From an optimization exercise on the open Yosys and OpenROAD flow, aimed at small area, a short achievable clock period and few clock cycles per item; shortcuts taken in it are not production practice.
At most, simulation tests tie the RTL to the original design; equivalence was not proved.
No activity file was given, so power comes from the tool's default toggle rates.

## one_shot_timer_queue_top
module one_shot_timer_queue_top (
    input  logic          clk,
    input  logic          rst_n,
    input  logic          start,
    output logic          busy,
    input  logic [33:0]   req,
    output logic          result_valid,
    output logic [19:0]   rsp
);
Size: ~3000 cells after synthesis, ~770 flip-flops, roughly 37000 µm² of cells after synthesis.
Settings: LEC_CHECK=0, CAP_MARGIN=30, CORE_MARGIN=2, CORE_UTILIZATION=62, CTS_CLUSTER_DIAMETER=80, CTS_CLUSTER_SIZE=25, SLEW_MARGIN=20; clock period 10.0 ns.
standard.sh (not shown) runs the stock make flow with config.mk's settings and CLKGATE_MAP_FILE= SYNTH_SCRIPT=/design/flow/synth_recipe.tcl, a recipe that flattens the netlist after the stock synthesis.
==> flow/flow/run.sh <==
#!/bin/bash
# The standard layout, with timing repair aimed 7 ns below the clock period.
set -euo pipefail
bash standard.sh SETUP_SLACK_MARGIN=7 finish > make.log 2>&1
The baseline completed with no timing, DRC or antenna violations.
Testbench counts at the start, summed over its fixed seeds: cycles 8,098, requests 8,008.
Edit:
Settings changed: CORE_UTILIZATION 62 to 60.
Outcome:
- The changed run produced a clean layout
- setup slack is better by 0.024 ns
- clock-buffer cell count stays the same
- synthesized cell count stays the same
- non-clock buffer count goes down by 11

* * *

Another version of the RTL of one_shot_timer_queue_top (not shown whole).
Size: ~59 I/O pins.
==> flow/design.v (excerpt) <==
module one_shot_timer_queue_top (
    input  logic          clk,
    input  logic          rst_n,
    input  logic          start,
    output logic          busy,
    input  logic [33:0]   req,
    output logic          result_valid,
    output logic [19:0]   rsp
);
==> flow/config.mk <==
export PLATFORM = sky130hd
export DESIGN_NAME = one_shot_timer_queue_top
export DESIGN_NICKNAME = one_shot_timer_queue_top
export VERILOG_FILES = /design/flow/design.v
export SDC_FILE = /design/flow/constraint.sdc
export NUM_CORES = 4
export LEC_CHECK = 0
export CAP_MARGIN = 30
export CORE_MARGIN = 2
export CORE_UTILIZATION = 60
export CTS_CLUSTER_DIAMETER = 80
export CTS_CLUSTER_SIZE = 25
export SLEW_MARGIN = 20
==> flow/constraint.sdc <==
create_clock -name core_clock -period 10.0 [get_ports {clk}]
set_input_delay 2.0000 -clock core_clock [delete_from_list [all_inputs] [get_ports {clk}]]
set_output_delay 2.0000 -clock core_clock [all_outputs]
set_load 0.01 [all_outputs]
==> flow/flow/run.sh <==
#!/bin/bash
# The standard layout, with timing repair aimed 6.8 ns below the clock period.
set -euo pipefail
bash standard.sh SETUP_SLACK_MARGIN=6.8 finish > make.log 2>&1
Testbench counts at the start, summed over its fixed seeds: cycles 8,095, requests 8,008.
Rerun with:
==> flow/flow/run.sh (replaced) <==
#!/bin/bash
# The standard layout, with timing repair aimed 6.6 ns below the clock period.
set -euo pipefail
bash standard.sh SETUP_SLACK_MARGIN=6.6 finish > make.log 2>&1
Sequential share of layout area grows by 0.75 points.
Non-clock buffer count fell by 14.
Utilization falls by 0.94 points.
Total power drops by 0.70%.
First-iteration DRC count rose by 5.3%.
Area after synthesis does not change.
Sequential cell count stays the same.
Routed wire length falls by 0.70%.
Via count shrinks by 0.31%.
Clock-buffer cell count grows by 2.
Rerun with:
==> flow/flow/run.sh (replaced) <==
#!/bin/bash
# The standard layout, with timing repair aimed 7 ns below the clock period.
set -euo pipefail
bash standard.sh SETUP_SLACK_MARGIN=7 finish > make.log 2>&1
- CORE_UTILIZATION: 60 -> 55
Result: The changed run ran to the end with no violations; register-to-register slack improved by 0.28 ns; global-route usage goes down by 3.0 points; design area goes up by 4.3%; non-clock buffer count went up by 77; count of clock-buffer cells in the layout is lower by 2; maximum frequency is higher by 7.9%; total power came out higher by 4.2%; die area is higher by 8.9%; wire length went up by 3.4%; core utilization shrinks by 2.9 points.
Rerun with:
- CORE_UTILIZATION: 55 -> 60
- PLACE_DENSITY: unset -> 0.85
The changed run produced a clean layout.
Hold slack is worse by 0.0070 ns.
Maximum frequency fell by 0.50%.
Register-to-register slack is better by 0.12 ns.
Area after synthesis does not change.
Global-route usage rose by 3.4 points.
Rerun with:
- CTS_CLUSTER_DIAMETER: 80 -> 60
- CTS_CLUSTER_SIZE: 25 -> 20
- PLACE_DENSITY: 0.85 -> unset
Design area barely changes; non-clock buffer count went down by 38; clock-buffer cell count came out higher by 13; maximum frequency falls slightly.
Rerun with:
- CORE_UTILIZATION: 60 -> 65
- CTS_CLUSTER_DIAMETER: 60 -> 80
- CTS_CLUSTER_SIZE: 20 -> 25
Result:
- The changed run finished clean
- die area falls by 7.6%
- critical path depth is unchanged
- power falls by 3.4%
- combinational power rises by about 5%
- cell area falls by 1.0%
- sequential cell count does not change
- global-route usage rises by 2.9 points

* * *

Setup of build 16:
one_shot_timer_queue_top, a different RTL version from the one above (not shown whole).
Size: about 790 flip-flops, ~40000 um^2 of cells after synthesis.
export LEC_CHECK = 0
export CAP_MARGIN = 30
export CORE_MARGIN = 2
export CORE_UTILIZATION = 40
export SETUP_SLACK_MARGIN = 5
export SLEW_MARGIN = 20
create_clock -name core_clock -period 10.0 [get_ports {clk}]
run.sh (not shown) runs the stock make flow with config.mk's settings and CLKGATE_MAP_FILE= SYNTH_SCRIPT=/design/flow/synth_recipe.tcl, a recipe that flattens the netlist after the stock synthesis.
Stock flow here: none of the scripts above is used.
Build 16 finished end to end and its layout was clean on timing, DRC and antenna.
The inputs of build 46 differ from those of build 16 as listed below.
- a change of SETUP_SLACK_MARGIN from 5 to 0
Findings:
Compared build 16 against build 46; register fraction of the total cell area within noise. Any difference in cell area between build 46 and build 16 is small enough to ignore. Wire length delta (build 16 -> build 46): insignificant. The fraction of power consumed by sequential logic on build 46 is in line with that on build 16. As far as via count is concerned, build 46 and build 16 perform about the same. As far as layout-stage area growth over the synthesis result is concerned, build 46 and build 16 perform about the same. Any difference in number of clock-tree buffers in the layout between build 46 and build 16 is small enough to ignore.
No run of this note included a check of the RTL's function; only the layout flow was run.

* * *

Another version of the RTL of one_shot_timer_queue_top (not shown whole).
For scale: about 3000 cells after synthesis, ~770 flip-flops, ~37000 sq um of cells after synthesis.
export LEC_CHECK = 0
export CAP_MARGIN = 30
export CORE_MARGIN = 2
export CORE_UTILIZATION = 70
export CTS_CLUSTER_DIAMETER = 80
export CTS_CLUSTER_SIZE = 25
export SLEW_MARGIN = 20
create_clock -name core_clock -period 10.0 [get_ports {clk}]
standard.sh (not shown) runs the stock make flow with config.mk's settings and CLKGATE_MAP_FILE= SYNTH_SCRIPT=/design/flow/synth_recipe.tcl, a recipe that flattens the netlist after the stock synthesis.
==> flow/flow/run.sh <==
#!/bin/bash
# The standard layout, with timing repair aimed 7 ns below the clock period.
set -euo pipefail
bash standard.sh SETUP_SLACK_MARGIN=7 finish > make.log 2>&1
==> next run, changes <==
--- a/flow/config.mk
+++ b/flow/config.mk
@@ -9,3 +9,3 @@
 export CORE_MARGIN = 2
-export CORE_UTILIZATION = 70
+export CORE_UTILIZATION = 60
 export CTS_CLUSTER_DIAMETER = 80
The new run completed without violations.
Via count is lower by 4.9%.
Total power is lower by 0.39%.
Non-clock buffer count is lower by 3.
Critical path depth is lower by 8.
Routed wire length is lower by 1.4%.
Hold slack improves by 0.028 ns.
Count of clock-buffer cells in the layout does not change.
Design area is higher by 0.87%.
Synthesized cell count is unchanged.
No functional check of the RTL was part of any run of this note.

* * *

Setup of run A:
RTL: one of the versions met above, not the one the previous note started from.
For scale: about 3000 cells after synthesis, about 770 flip-flops, roughly 59 I/O pins, about 37000 sq um of cells after synthesis.
export LEC_CHECK = 0
export CAP_MARGIN = 30
export CORE_MARGIN = 2
export CORE_UTILIZATION = 60
export CTS_CLUSTER_DIAMETER = 80
export CTS_CLUSTER_SIZE = 25
export PLACE_DENSITY = 0.72
export SLEW_MARGIN = 20
create_clock -name core_clock -period 10.0 [get_ports {clk}]
Scripts as last shown in full above: flow/flow/run.sh
Run A ran to completion and came out clean on the timing, DRC and antenna checks.
Testbench counts of run A, summed over its fixed seeds: cycles 8,095, requests 8,008.
> inputs changed (run A -> run B)
# run A
export LEC_CHECK = 0
export CAP_MARGIN = 30
export CORE_MARGIN = 2
export CORE_UTILIZATION = 60
export CTS_CLUSTER_DIAMETER = 80
export CTS_CLUSTER_SIZE = 25
export PLACE_DENSITY = 0.72
export SLEW_MARGIN = 20
create_clock -name core_clock -period 10.0 [get_ports {clk}]
# run B
export LEC_CHECK = 0
export CAP_MARGIN = 30
export CORE_MARGIN = 2
export CORE_UTILIZATION = 60
export CTS_CLUSTER_DIAMETER = 80
export CTS_CLUSTER_SIZE = 25
export SLEW_MARGIN = 20
create_clock -name core_clock -period 10.0 [get_ports {clk}]
==> flow/flow/run.sh <==
#!/bin/bash
# The standard layout, with timing repair aimed 7.15 ns below the clock period.
set -euo pipefail
bash standard.sh SETUP_SLACK_MARGIN=7.15 finish > make.log 2>&1
==> notes.md <==
Run A has a lower highest clock rate than run B. Going from run A to run B, final design instance area without fill went up, routed wire length grew by 7.3 mm, setup slack picked up an extra 13 ps.
Relative to run B, the following input files were edited for run C:
==> flow/flow/run.sh <==
#!/bin/bash
# The standard layout, with timing repair aimed 7 ns below the clock period.
set -euo pipefail
bash standard.sh SETUP_SLACK_MARGIN=7 finish > make.log 2>&1
--- outcome ---
- Run C against run B: number of unique standard cell types used by synthesis about even, via count fell 3.8%, layout overhead on the synthesized area fell 5.1 points, combinational share of power fell 2.8 points.
### run C -> run D
# run C
export LEC_CHECK = 0
export CAP_MARGIN = 30
export CORE_MARGIN = 2
export CORE_UTILIZATION = 60
export CTS_CLUSTER_DIAMETER = 80
export CTS_CLUSTER_SIZE = 25
export SLEW_MARGIN = 20
create_clock -name core_clock -period 10.0 [get_ports {clk}]
# run D
export LEC_CHECK = 0
export CAP_MARGIN = 25
export CORE_MARGIN = 2
export CORE_UTILIZATION = 60
export CTS_CLUSTER_DIAMETER = 80
export CTS_CLUSTER_SIZE = 25
export SLEW_MARGIN = 20
create_clock -name core_clock -period 10.0 [get_ports {clk}]
- Run C -> run D: die area delta 0, exact match
- Every stage of the flow completed for run D, and the final layout passed the timing, DRC and antenna checks.
- Per the comparison of run D with run C, post-route minimum period grew by 8.9 ps, share of post-route cells with drive strength above 1 held steady, timing-limited maximum frequency held steady, non-clock buffer count grew by 0.81%.
- Run D has synthesis-to-finish area growth above what run C had.

[port drivers added, routing unchanged]
The results above use ideal ports. As a check the final layouts listed here were re-extracted and re-timed, cells and wires unchanged. Step 1 (the two cells are an assumption about what drives the block):
set clk [get_ports {clk}]
set_driving_cell -lib_cell sky130_fd_sc_hd__clkbuf_16 $clk
set_driving_cell -lib_cell sky130_fd_sc_hd__buf_2 [delete_from_list [all_inputs] $clk]
Step 2, shift: input delay + t, output delay - t, t = (earliest + latest rising clock arrival at the registers) / 2. This alone moves slack from input paths to output paths. a / b / c = ideal ports / drivers / drivers and shift; a / b = the first two.
run	t, ns	slack for setup (ns)	worst setup path at the end	latest minus earliest clock arrival (ns)	worst data-port slew with drivers (ns)
the first run of note 1	0.681	6.340 / 6.340 / 6.181	input to register	0.046 / 0.046	0.07
the second run of note 1	0.685	6.365 / 6.365 / 6.195	input to register	0.046 / 0.046	0.07
the first run of note 2	0.683	6.711 / 6.711 / 6.272	input to register	0.035 / 0.035	0.06
the second run of note 2	0.678	6.553 / 6.553 / 6.073	input to register	0.043 / 0.042	0.07
the third run of note 2	0.681	6.806 / 6.738 / 6.397	input to register	0.040 / 0.040	0.08
the fourth run of note 2	0.684	6.790 / 6.721 / 6.432	input to register	0.040 / 0.040	0.05
the fifth run of note 2	0.709	6.755 / 6.692 / 6.383	input to register	0.034 / 0.034	0.06
the sixth run of note 2	0.678	6.767 / 6.704 / 6.410	input to register	0.035 / 0.035	0.07
build 16	0.764	4.936 / 4.936 / 4.936	register to register	0.071 / 0.071	0.03
build 46	0.764	4.710 / 4.710 / 4.710	register to register	0.063 / 0.063	0.03
the first run of note 4	0.674	6.733 / 6.733 / 6.219	input to register	0.039 / 0.039	0.08
the second run of note 4	0.677	6.805 / 6.738 / 6.428	input to register	0.037 / 0.037	0.09
run A	0.684	6.763 / 6.699 / 6.396	input to register	0.042 / 0.041	0.08
run B	0.682	6.776 / 6.710 / 6.512	input to register	0.036 / 0.037	0.06
run C	0.675	6.788 / 6.726 / 6.405	input to register	0.028 / 0.029	0.06
run D	0.673	6.779 / 6.714 / 6.393	input to register	0.028 / 0.028	0.07
After both steps setup and hold are still met in every run listed. For the first run of note 4, which loses most, drivers alone change the setup slack by 0.000 ns; drivers and shift together by -0.514 ns.
